Context: an optimization exercise on an open-source flow, tuned for small area, a short achievable clock period and few clock cycles per item. The choices shown serve that exercise and are no tape-out recipe.
At most, simulation tests tie the RTL to the original design; equivalence was not proved.
Power is estimated from default activity; no workload was simulated.

==> flow/design.v (excerpt) <==
module bar_graph_page_renderer_unit (
  input  wire logic  clk,
  input  wire logic  rst,
  input  wire logic         items_valid,
  output logic              items_ready,
  input  wire logic [1:0]   items_operation,
  input  wire logic [7:0]   items_sample,
  input  wire logic [1:0]   items_row,
  input  wire logic [6:0]   items_column,
  input  wire logic         cfg_valid,
  output logic              cfg_ready,
  input  wire logic [1:0]   cfg_index,
  input  wire logic [7:0]   cfg_data,
  output logic              results_valid,
  input  wire logic         results_ready,
  output logic [7:0]        results_pixel_byte,
  output logic              results_scale_valid
);
make LEC_CHECK=0 CAP_MARGIN=20 CORE_MARGIN=2 CORE_UTILIZATION=65 CTS_BUF_LIST=sky130_fd_sc_hd__clkbuf_16 CTS_CLUSTER_DIAMETER=70 CTS_CLUSTER_SIZE=25 SETUP_SLACK_MARGIN=2.5 SLEW_MARGIN=20 finish   # period 5.0 ns
run.sh (not shown) runs the stock make flow with config.mk's settings and CLKGATE_MAP_FILE= SYNTH_SCRIPT=/design/flow/synth_recipe.tcl, a recipe that flattens the netlist after the stock synthesis.
==> next run, changes <==
Settings changed: CORE_UTILIZATION 65 to 40.
Result:
- wire length goes up by 5.1%
- power goes up by 1.3%
- via count stays flat
- cell area goes up by 2.0%
- die area goes up by 61%
- flip-flop and latch count stays the same
- sequential power hardly moves
- synthesized area does not change
No functional check of the RTL was part of any run of this note.

========
Another version of the RTL of bar_graph_page_renderer_unit (not shown whole).
For scale: about 2800 cells after synthesis, roughly 46 I/O pins, roughly 37000 um2 of cells after synthesis.
Settings: LEC_CHECK=0, CAP_MARGIN=20, CORE_MARGIN=2, CORE_UTILIZATION=40, CTS_BUF_LIST=sky130_fd_sc_hd__clkbuf_16, CTS_CLUSTER_DIAMETER=70, CTS_CLUSTER_SIZE=25, SETUP_SLACK_MARGIN=2.62, SLEW_MARGIN=20; clock period 5.0 ns.
Testbench counts at the start, summed over its fixed seeds: cycles 10,384, items 8,192.
Rerun with:
Settings changed: SETUP_SLACK_MARGIN 2.62 to 3.0.
=>
- count of clock-buffer cells in the layout rose by 1
- design area went up by 7.0%
- non-clock buffer count grows by 112
- via count goes up by 4.0%
- first-iteration DRC count went down by 1.4%
- worst setup slack improved by 140 ps
- maximum frequency rose by 6.6%
Rerun with:
Settings changed: CTS_CLUSTER_DIAMETER 70 to 80, CTS_CLUSTER_SIZE 25 to 30, SETUP_SLACK_MARGIN 3.0 to 2.84.
After rerunning: Utilization came out lower by 2.1 points. Hold slack gains 20 ps. Power came out lower by a few percent. Sequential cell count stays the same. Cell count came out lower slightly.
Rerun with:
Settings changed: ABC_AREA set to 1, CTS_CLUSTER_DIAMETER 80 to 70, CTS_CLUSTER_SIZE 30 to 25, SETUP_SLACK_MARGIN 2.84 to 2.7.
What happened: Cell count climbs by 29%. Critical path depth climbs by 3. Via count climbs by 12%. Core utilization drops by 1.2 points. Count of clock-buffer cells in the layout climbs by 8. Register-to-register slack improves by 30 ps.

========
run 1:
Starting RTL as in the previous note.
Settings: LEC_CHECK=0, CAP_MARGIN=20, CORE_MARGIN=2, CORE_UTILIZATION=40, CTS_BUF_LIST=sky130_fd_sc_hd__clkbuf_16, CTS_CLUSTER_DIAMETER=80, CTS_CLUSTER_SIZE=30, SETUP_SLACK_MARGIN=2.7, SLEW_MARGIN=20; clock period 5.0 ns.
The final layout from run 1, which completed every stage, passed the timing, design-rule and antenna checks at the end of the flow.
Testbench counts of run 1, summed over its fixed seeds: cycles 10,384, items 8,192.
Here is what was changed in the inputs of run 2 compared with run 1.
Settings: swapping 2.7 for 2.85 in SETUP_SLACK_MARGIN; swapping 80 for 70 in CTS_CLUSTER_DIAMETER; swapping 30 for 25 in CTS_CLUSTER_SIZE.
Max area growth from synthesis to layout across run 1 and run 2: run 2. In the tables for run 1 and run 2, number of cell instances on the worst register-to-register path reads higher with run 2. Maximum single-stage delay on the critical path ends up lower on run 2. Of the two candidates, run 1 has the better post-route worst hold slack and run 2 the worse one.
Setup changes, run 2 to run 3
Settings: SETUP_SLACK_MARGIN changed from 2.85 to 2.7.
[summary]
Any difference in post-synthesis async set-or-reset flop share between run 3 and run 2 is small enough to ignore.
Delta (run 3 minus run 2): post-detailed-route via-to-cell ratio now larger, peak per-stage delay on the critical path comparable, routed wire length now smaller, post-layout instance count excluding filler cells now smaller.
What run 4 does differently from run 3 at the input level:
Settings: swapping 40 for 55 in CORE_UTILIZATION.
Findings:
Cmp run 4 and run 3 / number of global-route vias before repair / lower: run 4. Run 4 -> run 3: cell count after synthesis delta 0, exact match. There was hardly any difference in summed instance area of the synthesized netlist between run 4 and run 3. Area of all placed cells without fillers ended up 0.88% lower on run 4 than on run 3. The lower fraction of final layout cells sized beyond drive strength 1 of run 4 and run 3 is in run 4. Changes observed in run 4 relative to run 3: clock-buffer cell count decreased by 1.6% relative to the old numbers, share of the final layout cell area in sequential cells increased by 0.56 points relative to the old numbers. First-iteration DRC count is lower on run 3. Looking at total routed wirelength across both flows, run 4 is the weaker of the two, with run 3 ahead. Diff run 4 and run 3: post-route worst setup slack lower in run 4.

[what the ideal ports hide]
In the flow no input, the clock included, has a driving cell. The finished layouts below were timed again as built, in two steps.
Step 1 (the two cells are an assumption about what drives the block):
set clk [get_ports {clk}]
set_driving_cell -lib_cell sky130_fd_sc_hd__clkbuf_16 $clk
set_driving_cell -lib_cell sky130_fd_sc_hd__buf_2 [delete_from_list [all_inputs] $clk]
Step 2 moves the port delays by t, midway between the first and last clock arrival at a register: inputs arrive t later, outputs are due t later. That takes back most of the time a late clock gives input paths.
Three values: no drivers, after step 1, after step 2; two values: the first two.
| run | t (ns) | slack for setup (ns) | worst register clock-pin slew, ns |
|---|---|---|---|
| the first run of note 1 | 0.714 | 2.543 / 2.543 / 1.935 | 0.10 / 0.10 |
| the second run of note 1 | 0.724 | 2.580 / 2.550 / 1.978 | 0.10 / 0.10 |
| the first run of note 2 | 0.726 | 2.662 / 2.614 / 1.965 | 0.10 / 0.10 |
| the second run of note 2 | 0.726 | 2.807 / 2.739 / 2.247 | 0.10 / 0.10 |
| the third run of note 2 | 0.698 | 2.762 / 2.762 / 2.203 | 0.12 / 0.12 |
| the fourth run of note 2 | 0.738 | 2.765 / 2.695 / 2.046 | 0.10 / 0.10 |
| run 1 | 0.702 | 2.749 / 2.693 / 2.044 | 0.12 / 0.12 |
| run 2 | 0.726 | 2.785 / 2.732 / 2.208 | 0.10 / 0.10 |
| run 3 | 0.724 | 2.750 / 2.686 / 2.055 | 0.10 / 0.10 |
| run 4 | 0.708 | 2.734 / 2.689 / 2.106 | 0.10 / 0.10 |
After both steps setup and hold are still met in every run listed. For the fourth run of note 2, which loses most, drivers alone change the setup slack by -0.070 ns; drivers and shift together by -0.719 ns.
